What follows belongs to an exercise in optimizing a design on an open flow for small area, a short achievable clock period and few clock cycles; a production flow would make more cautious choices. Only simulation tests tie the RTL to the original design; equivalence was not proved. Power is estimated from default activity; no workload was simulated.

==> run X <==
==> flow/design.v (excerpt) <==
module mips_mc_core_hs (
    input  logic        clk,
    input  logic        reset_n,
    output logic        mem_req,
    output logic        mem_we,
    output logic [15:0] mem_addr,
    output logic [31:0] mem_wdata,
    input  logic [31:0] mem_rdata,
    input  logic        mem_ready,
    output logic        retire,
    output logic        halted,
    output logic        error,
    output logic [1:0]  err_code,
    output logic [31:0] pc_dbg
);
Settings: LEC_CHECK=0, CAP_MARGIN=30, CORE_MARGIN=2, CORE_UTILIZATION=45, CTS_CLUSTER_DIAMETER=80, CTS_CLUSTER_SIZE=25, SETUP_SLACK_MARGIN=2.5, SLEW_MARGIN=30; clock period 6.0 ns.
standard.sh (not shown) runs the stock make flow with config.mk's settings and CLKGATE_MAP_FILE= SYNTH_SCRIPT=/design/flow/synth_recipe.tcl, a recipe that flattens the netlist after the stock synthesis.
==> flow/flow/run.sh <==
#!/bin/bash
# Layout flow: the standard ORFS flow (standard.sh, unchanged synthesis, floorplan, power
# grid, placement, CTS and routing) with two resizer settings changed:
#  - the port buffers that buffer_ports inserts are sky130_fd_sc_hd__buf_2 rather than the slow
#    delay buffer it picks by itself;
#  - timing repair may swap a cell for any cell of the same function (MATCH_CELL_FOOTPRINT=0),
#    not only for one of the same footprint.
# Runs in the standard flow's work folder; make's full output goes to standard_make.log there, and ORFS's
# per-step logs stay under orfs/logs/.
set -euo pipefail
bash standard.sh MATCH_CELL_FOOTPRINT=0 "BUFFER_PORTS_ARGS=-buffer_cell sky130_fd_sc_hd__buf_2" finish \
    > standard_make.log 2>&1
==> inputs of run F, as changes to run X <==
--- a/flow/design.v
+++ b/flow/design.v
@@ -30,18 +30,18 @@
         logic       bimm;    
         logic       sub;     
         logic       f_and, f_or, f_slt, f_sum;    
         logic       wr;      
         logic [4:0] wa;
         logic       mem, sw, beq, j, jr, brk, ill;
     } dec_t;
-    logic [31:0] pc_f;               
+    logic [31:2] pc_f;               
     logic [25:0] ir;                 
     dec_t        dq;                 
-    logic [31:0] pc_ir;              
+    logic [31:2] pc_ir;              
     logic [31:0] a_q, b_q;           
     logic [31:0] m_wd;               
     logic        ir_v, pred_t;       
     logic        m_act, m_we;        
     logic [13:0] m_wa;               
     logic [4:0]  m_rt;               
     logic [7:0]  wcnt;               
@@ -56,40 +56,39 @@
     assign stop    = halted_q | error_q;
     assign waiting = ~stop & ~mem_ready;
     assign tmo     = waiting & (wcnt == 8'hff);
     assign f_done  = ~stop & ~m_act & mem_ready;
     assign e_go    = ~stop & ~m_act & ir_v & (mem_ready | tmo);
     assign mem_req   = reset_n & ~stop;
     assign mem_we    = reset_n & m_act & m_we;
-    assign mem_addr  = m_act ? {m_wa, 2'b00} : pc_f[15:0];
+    assign mem_addr  = {m_act ? m_wa : pc_f[15:2], 2'b00};
     assign mem_wdata = m_wd;
     assign retire   = ret_q;
     assign halted   = halted_q;
     assign error    = error_q;
     assign err_code = ec_q;
-    assign pc_dbg   = pc_f;
+    assign pc_dbg   = {pc_f, 2'b00};
     logic [5:0]  f_op;
     logic [29:0] pcw, pcw1;
     logic [13:0] hi_p, hi_m;
     logic [16:0] lo_sum;
     logic [29:0] f_tgt;
-    logic [31:0] f_next;
+    logic [31:2] f_next;
     logic        f_pt, f_s;
     dec_t        fd;
     assign f_op   = mem_rdata[31:26];
-    assign pcw    = pc_f[31:2];
+    assign pcw    = pc_f;
     assign pcw1   = pcw + 30'd1;
     assign hi_p   = pcw[29:16] + 14'd1;
     assign hi_m   = pcw[29:16] - 14'd1;
     assign f_s    = mem_rdata[15];
     assign lo_sum = {1'b0, pcw[15:0]} + {1'b0, mem_rdata[15:0]} + 17'd1;
     assign f_tgt  = {(lo_sum[16] == f_s) ? pcw[29:16] : (f_s ? hi_m : hi_p), lo_sum[15:0]};
     assign f_pt   = (f_op == OP_BEQ) && ((mem_rdata[25:21] == mem_rdata[20:16]) || f_s);
-    assign f_next = (f_op == OP_J) ? {pcw1[29:26], mem_rdata[25:0], 2'b00}
-                  : {f_pt ? f_tgt : pcw1, 2'b00};
+    assign f_next = (f_op == OP_J) ? {pcw1[29:26], mem_rdata[25:0]} : (f_pt ? f_tgt : pcw1);
     always_comb begin
         logic [5:0] o, f;
         logic       alu_r;
         o = mem_rdata[31:26];
         f = mem_rdata[5:0];
         alu_r    = (o == OP_RTYPE) && (f == FN_ADD || f == FN_SUB || f == FN_AND || f == FN_OR
                                        || f == FN_SLT);
@@ -105,30 +104,32 @@
         fd.sw    = (o == OP_SW);
         fd.beq   = (o == OP_BEQ);
         fd.j     = (o == OP_J);
         fd.jr    = (o == OP_RTYPE) && (f == FN_JR);
         fd.brk   = (o == OP_RTYPE) && (f == FN_BRK);
         fd.ill   = !(alu_r || fd.jr || fd.brk || o == OP_ADDI || fd.mem || fd.beq || fd.j);
     end
-    logic [31:0] sum, alu, e_and, e_or, pcn, e_btgt;
+    logic [31:0] sum, alu, e_and, e_or;
+    logic [31:2] e_tgt;
     logic [15:0] maddr;
     logic [30:0] btw;
     logic        slt, eq, mis, e_redir, e_stop, e_ret;
     logic        cout;
     assign {cout, sum} = {1'b0, a_q} + {1'b0, b_q ^ {32{dq.sub}}} + {32'd0, dq.sub};
     assign slt    = a_q[31] ^ ~b_q[31] ^ cout;
     assign e_and  = a_q & b_q;
     assign e_or   = a_q | b_q;
     assign alu    = ({32{dq.f_and}} & e_and) | ({32{dq.f_or}} & e_or)
                   | {31'd0, dq.f_slt & slt} | ({32{dq.f_sum}} & sum);
     assign maddr  = a_q[15:0] + ir[15:0];                        
     assign eq     = (a_q == b_q);
-    assign pcn    = pc_ir + 32'd4;
-    assign btw    = {pc_ir[31:2], 1'b1} + {{14{ir[15]}}, ir[15:0], 1'b1};   
-    assign e_btgt = {btw[30:1], 2'b00};
+    logic       use_imm;
+    assign use_imm = dq.beq && !pred_t;
+    assign btw    = {pc_ir, 1'b1} + {use_imm ? {{14{ir[15]}}, ir[15:0]} : 30'd0, 1'b1};
+    assign e_tgt  = btw[30:1];
     assign mis    = (dq.jr && a_q[1:0] != 2'b00) || (dq.mem && maddr[1:0] != 2'b00);
     assign e_redir = (dq.beq && (eq != pred_t)) || (dq.jr && a_q[1:0] == 2'b00);
     assign e_stop  = dq.brk || dq.ill || mis;
     assign e_ret   = !dq.mem && !dq.ill && !(dq.jr && a_q[1:0] != 2'b00);
     logic        e_wen, m_done, n_wen;
     logic [4:0]  n_wa;
     assign e_wen  = e_go && dq.wr;
@@ -143,15 +144,15 @@
     end
     always_ff @(posedge clk or negedge reset_n) begin
         if (!reset_n) begin
             w_v <= 1'b0;
             rv  <= '0;
         end else begin
             w_v <= n_wen;
-            if (w_v) rv[w_wa] <= 1'b1;
+            if (n_wen) rv[n_wa] <= 1'b1;
         end
     end
     logic [4:0]  ra, rb;
     logic [31:0] ra_val, rb_val, a_in, b_in, imm_x;
     logic        bimm;
     assign ra    = mem_rdata[25:21];
     assign rb    = mem_rdata[20:16];
@@ -178,28 +179,28 @@
                 | ({32{na_e && dq.f_or}} & e_or) | {31'd0, na_e && dq.f_slt && slt}
                 | ({32{na_m}} & mem_rdata) | ({32{na_w}} & w_q) | ({32{na_r}} & ra_val);
     assign b_in = ({32{nb_e && dq.f_sum}} & sum) | ({32{nb_e && dq.f_and}} & e_and)
                 | ({32{nb_e && dq.f_or}} & e_or) | {31'd0, nb_e && dq.f_slt && slt}
                 | ({32{nb_m}} & mem_rdata) | ({32{nb_w}} & w_q) | ({32{nb_r}} & rb_val)
                 | ({32{!m_act && bimm}} & imm_x);
     logic m_hit, e_mem, beq_mis;
-    logic [31:0] pc_f_nx;
+    logic [31:2] pc_f_nx;
     assign m_hit  = m_we && ir_v && (m_wa == pc_ir[15:2]);    
     assign e_mem  = e_go && dq.mem && !mis;
     assign beq_mis = e_go && dq.beq && (eq != pred_t);
     always_comb begin
         pc_f_nx = pc_f;
         if (m_act) begin
             if ((m_done && m_hit) || (!m_done && tmo && ir_v)) pc_f_nx = pc_ir;
         end else if (!stop && (mem_ready || tmo)) begin
-            if (e_go && e_stop)                            pc_f_nx = pcn;
-            else if (e_go && dq.jr)                        pc_f_nx = a_q;
+            if (e_go && e_stop)                            pc_f_nx = e_tgt;
+            else if (e_go && dq.jr)                        pc_f_nx = a_q[31:2];
             else if (mem_ready)                            pc_f_nx = f_next;
         end
-        if (beq_mis) pc_f_nx = pred_t ? pcn : e_btgt;
+        if (beq_mis) pc_f_nx = e_tgt;
     end
     always_ff @(posedge clk) begin
         if (f_done) begin
             ir     <= mem_rdata[25:0];
             dq     <= fd;
             pc_ir  <= pc_f;
             pred_t <= f_pt;
@@ -211,15 +212,15 @@
             m_we <= dq.sw;
             m_wa <= maddr[15:2];
             m_rt <= ir[20:16];
         end
     end
     always_ff @(posedge clk or negedge reset_n) begin
         if (!reset_n) begin
-            pc_f     <= 32'd0;
+            pc_f     <= 30'd0;
             ir_v     <= 1'b0;
             m_act    <= 1'b0;
             wcnt     <= 8'd0;
             halted_q <= 1'b0;
             error_q  <= 1'b0;
             ec_q     <= 2'd0;
             ret_q    <= 1'b0;
==> inputs of run K, as changes to run X <==
--- a/flow/design.v
+++ b/flow/design.v
@@ -30,18 +30,18 @@
         logic       bimm;    
         logic       sub;     
         logic       f_and, f_or, f_slt, f_sum;    
         logic       wr;      
         logic [4:0] wa;
         logic       mem, sw, beq, j, jr, brk, ill;
     } dec_t;
-    logic [31:0] pc_f;               
+    logic [31:2] pc_f;               
     logic [25:0] ir;                 
     dec_t        dq;                 
-    logic [31:0] pc_ir;              
+    logic [31:2] pc_ir;              
     logic [31:0] a_q, b_q;           
     logic [31:0] m_wd;               
     logic        ir_v, pred_t;       
     logic        m_act, m_we;        
     logic [13:0] m_wa;               
     logic [4:0]  m_rt;               
     logic [7:0]  wcnt;               
@@ -56,40 +56,39 @@
     assign stop    = halted_q | error_q;
     assign waiting = ~stop & ~mem_ready;
     assign tmo     = waiting & (wcnt == 8'hff);
     assign f_done  = ~stop & ~m_act & mem_ready;
     assign e_go    = ~stop & ~m_act & ir_v & (mem_ready | tmo);
     assign mem_req   = reset_n & ~stop;
     assign mem_we    = reset_n & m_act & m_we;
-    assign mem_addr  = m_act ? {m_wa, 2'b00} : pc_f[15:0];
+    assign mem_addr  = {m_act ? m_wa : pc_f[15:2], 2'b00};
     assign mem_wdata = m_wd;
     assign retire   = ret_q;
     assign halted   = halted_q;
     assign error    = error_q;
     assign err_code = ec_q;
-    assign pc_dbg   = pc_f;
+    assign pc_dbg   = {pc_f, 2'b00};
     logic [5:0]  f_op;
     logic [29:0] pcw, pcw1;
     logic [13:0] hi_p, hi_m;
     logic [16:0] lo_sum;
     logic [29:0] f_tgt;
-    logic [31:0] f_next;
+    logic [31:2] f_next;
     logic        f_pt, f_s;
     dec_t        fd;
     assign f_op   = mem_rdata[31:26];
-    assign pcw    = pc_f[31:2];
+    assign pcw    = pc_f;
     assign pcw1   = pcw + 30'd1;
     assign hi_p   = pcw[29:16] + 14'd1;
     assign hi_m   = pcw[29:16] - 14'd1;
     assign f_s    = mem_rdata[15];
     assign lo_sum = {1'b0, pcw[15:0]} + {1'b0, mem_rdata[15:0]} + 17'd1;
     assign f_tgt  = {(lo_sum[16] == f_s) ? pcw[29:16] : (f_s ? hi_m : hi_p), lo_sum[15:0]};
     assign f_pt   = (f_op == OP_BEQ) && ((mem_rdata[25:21] == mem_rdata[20:16]) || f_s);
-    assign f_next = (f_op == OP_J) ? {pcw1[29:26], mem_rdata[25:0], 2'b00}
-                  : {f_pt ? f_tgt : pcw1, 2'b00};
+    assign f_next = (f_op == OP_J) ? {pcw1[29:26], mem_rdata[25:0]} : (f_pt ? f_tgt : pcw1);
     always_comb begin
         logic [5:0] o, f;
         logic       alu_r;
         o = mem_rdata[31:26];
         f = mem_rdata[5:0];
         alu_r    = (o == OP_RTYPE) && (f == FN_ADD || f == FN_SUB || f == FN_AND || f == FN_OR
                                        || f == FN_SLT);
@@ -105,30 +104,32 @@
         fd.sw    = (o == OP_SW);
         fd.beq   = (o == OP_BEQ);
         fd.j     = (o == OP_J);
         fd.jr    = (o == OP_RTYPE) && (f == FN_JR);
         fd.brk   = (o == OP_RTYPE) && (f == FN_BRK);
         fd.ill   = !(alu_r || fd.jr || fd.brk || o == OP_ADDI || fd.mem || fd.beq || fd.j);
     end
-    logic [31:0] sum, alu, e_and, e_or, pcn, e_btgt;
+    logic [31:0] sum, alu, e_and, e_or;
+    logic [31:2] e_tgt;
     logic [15:0] maddr;
     logic [30:0] btw;
     logic        slt, eq, mis, e_redir, e_stop, e_ret;
     logic        cout;
     assign {cout, sum} = {1'b0, a_q} + {1'b0, b_q ^ {32{dq.sub}}} + {32'd0, dq.sub};
     assign slt    = a_q[31] ^ ~b_q[31] ^ cout;
     assign e_and  = a_q & b_q;
     assign e_or   = a_q | b_q;
     assign alu    = ({32{dq.f_and}} & e_and) | ({32{dq.f_or}} & e_or)
                   | {31'd0, dq.f_slt & slt} | ({32{dq.f_sum}} & sum);
     assign maddr  = a_q[15:0] + ir[15:0];                        
     assign eq     = (a_q == b_q);
-    assign pcn    = pc_ir + 32'd4;
-    assign btw    = {pc_ir[31:2], 1'b1} + {{14{ir[15]}}, ir[15:0], 1'b1};   
-    assign e_btgt = {btw[30:1], 2'b00};
+    logic       use_imm;
+    assign use_imm = dq.beq && !pred_t;
+    assign btw    = {pc_ir, 1'b1} + {use_imm ? {{14{ir[15]}}, ir[15:0]} : 30'd0, 1'b1};
+    assign e_tgt  = btw[30:1];
     assign mis    = (dq.jr && a_q[1:0] != 2'b00) || (dq.mem && maddr[1:0] != 2'b00);
     assign e_redir = (dq.beq && (eq != pred_t)) || (dq.jr && a_q[1:0] == 2'b00);
     assign e_stop  = dq.brk || dq.ill || mis;
     assign e_ret   = !dq.mem && !dq.ill && !(dq.jr && a_q[1:0] != 2'b00);
     logic        e_wen, m_done, n_wen;
     logic [4:0]  n_wa;
     assign e_wen  = e_go && dq.wr;
@@ -143,15 +144,15 @@
     end
     always_ff @(posedge clk or negedge reset_n) begin
         if (!reset_n) begin
             w_v <= 1'b0;
             rv  <= '0;
         end else begin
             w_v <= n_wen;
-            if (w_v) rv[w_wa] <= 1'b1;
+            if (n_wen) rv[n_wa] <= 1'b1;
         end
     end
     logic [4:0]  ra, rb;
     logic [31:0] ra_val, rb_val, a_in, b_in, imm_x;
     logic        bimm;
     assign ra    = mem_rdata[25:21];
     assign rb    = mem_rdata[20:16];
@@ -178,28 +179,28 @@
                 | ({32{na_e && dq.f_or}} & e_or) | {31'd0, na_e && dq.f_slt && slt}
                 | ({32{na_m}} & mem_rdata) | ({32{na_w}} & w_q) | ({32{na_r}} & ra_val);
     assign b_in = ({32{nb_e && dq.f_sum}} & sum) | ({32{nb_e && dq.f_and}} & e_and)
                 | ({32{nb_e && dq.f_or}} & e_or) | {31'd0, nb_e && dq.f_slt && slt}
                 | ({32{nb_m}} & mem_rdata) | ({32{nb_w}} & w_q) | ({32{nb_r}} & rb_val)
                 | ({32{!m_act && bimm}} & imm_x);
     logic m_hit, e_mem, beq_mis;
-    logic [31:0] pc_f_nx;
+    logic [31:2] pc_f_nx;
     assign m_hit  = m_we && ir_v && (m_wa == pc_ir[15:2]);    
     assign e_mem  = e_go && dq.mem && !mis;
     assign beq_mis = e_go && dq.beq && (eq != pred_t);
     always_comb begin
         pc_f_nx = pc_f;
         if (m_act) begin
             if ((m_done && m_hit) || (!m_done && tmo && ir_v)) pc_f_nx = pc_ir;
         end else if (!stop && (mem_ready || tmo)) begin
-            if (e_go && e_stop)                            pc_f_nx = pcn;
-            else if (e_go && dq.jr)                        pc_f_nx = a_q;
+            if (e_go && e_stop)                            pc_f_nx = e_tgt;
+            else if (e_go && dq.jr)                        pc_f_nx = a_q[31:2];
             else if (mem_ready)                            pc_f_nx = f_next;
         end
-        if (beq_mis) pc_f_nx = pred_t ? pcn : e_btgt;
+        if (beq_mis) pc_f_nx = e_tgt;
     end
     always_ff @(posedge clk) begin
         if (f_done) begin
             ir     <= mem_rdata[25:0];
             dq     <= fd;
             pc_ir  <= pc_f;
             pred_t <= f_pt;
@@ -211,15 +212,15 @@
             m_we <= dq.sw;
             m_wa <= maddr[15:2];
             m_rt <= ir[20:16];
         end
     end
     always_ff @(posedge clk or negedge reset_n) begin
         if (!reset_n) begin
-            pc_f     <= 32'd0;
+            pc_f     <= 30'd0;
             ir_v     <= 1'b0;
             m_act    <= 1'b0;
             wcnt     <= 8'd0;
             halted_q <= 1'b0;
             error_q  <= 1'b0;
             ec_q     <= 2'd0;
             ret_q    <= 1'b0;
Settings changed: CORE_UTILIZATION 45 to 55.
==> impl.org <==
** Status
- The flow ran to the end and the layout has no timing, DRC or antenna violations.

** Floorplan
- From left edge to right edge, the die measures 382 um.

** Synthesis
- Total standard cell area after synthesis :: 64200 um^2
- Mapped Avg Cell Area :: 12.5 um^2

** Cells and area
- Registers represent a cell area share of 0.514.
- Leaving out the clock tree, the finished layout contains a buffer count of 575.
- Multi-input gate share of total cell area :: 0.348
- Clock buffer count :: 88

** Hold path
- The min-delay analysis places its worst path in the category in2async.

** Critical path
- Critical register-to-register path endpoint :: a_q[25]
# the run above: run X

==> impl.org <==
** Status
- The run finished with no timing, DRC or antenna violations.

** Power
- Of the total power, combinational logic draws 0.194.

** Floorplan
- In this run the horizontal extent of the chip is 378 um.

** Cells and area
- Multi-input gate share of total cell area :: 0.341
- The layout has 84 clock buffers.
- Of the total standard cell area in the layout, the sequential portion is 0.532.

** Hold path
- The path class of the tightest hold or removal check is reg2reg.

** Critical path
- Count of buffer and inverter cells on the critical path :: 3

** Synthesis
- Of the total synthesized cell area, the portion taken by full adders, half adders and majority gates is 0.0369.
- In this run the mean area of a mapped cell was 12.9 um^2.
# the run above: run F

==> impl.org <==
** Status
- Run status :: finished clean

** Clocking
- Post-CTS repair changed the size of about 200 cells.

** Floorplan
- DIE WIDTH :: between 300 and 400 um

** Global route
- The first global-routing pass estimated between 400000 and 500000 um of wire.

** Cells and area
- Clock buffer count :: 76
- Sequential portion of the cell area :: 0.529
- Multi-input gate share of total cell area :: 0.340

** Synthesis
- The Yosys step of the flow raised 2 warnings.
- The synthesized netlist occupies a cell area of 63100 um^2.
- Each instance of the synthesized netlist takes up on average about 13 um^2.

** Hold path
- The path class of the tightest hold or removal check is in2async.

** Critical path
- In this run the critical register-to-register path is captured at b_q[30].
# the run above: run K

Testbench counts of run X, summed over its fixed seeds: cycles 64,085.
Testbench counts of run F, summed over its fixed seeds: cycles 64,085.
Testbench counts of run K, summed over its fixed seeds: cycles 64,085.

what the ideal ports hide:
How much do the figures lean on ideal ports? The routed layouts below were timed once more, with nothing changed but the port constraints. Step 1 sets driving cells, clkbuf_16 on the clock port and buf_2 on the other inputs (assumed; they add their load-dependent delay and slew). Step 2, shift: input delay + t, output delay - t, t = (earliest + latest rising clock arrival at the registers) / 2. This alone moves slack from input paths to output paths. a / b / c = ideal ports / drivers / drivers and shift; a / b = the first two.
| run | t (ns) | setup WS [ns] | worst setup path after step 2 |
|---|---|---|---|
| run X | 0.811 | 2.256 / 2.256 / 1.575 | input to register |
| run F | 0.810 | 2.321 / 2.337 / 1.576 | input to register |
| run K | 0.803 | 2.130 / 2.189 / 1.386 | input to register |
After both steps every run listed still meets setup and hold. The setup slack of run F, which loses most, moves by +0.016 ns with the drivers and by -0.745 ns with both steps.
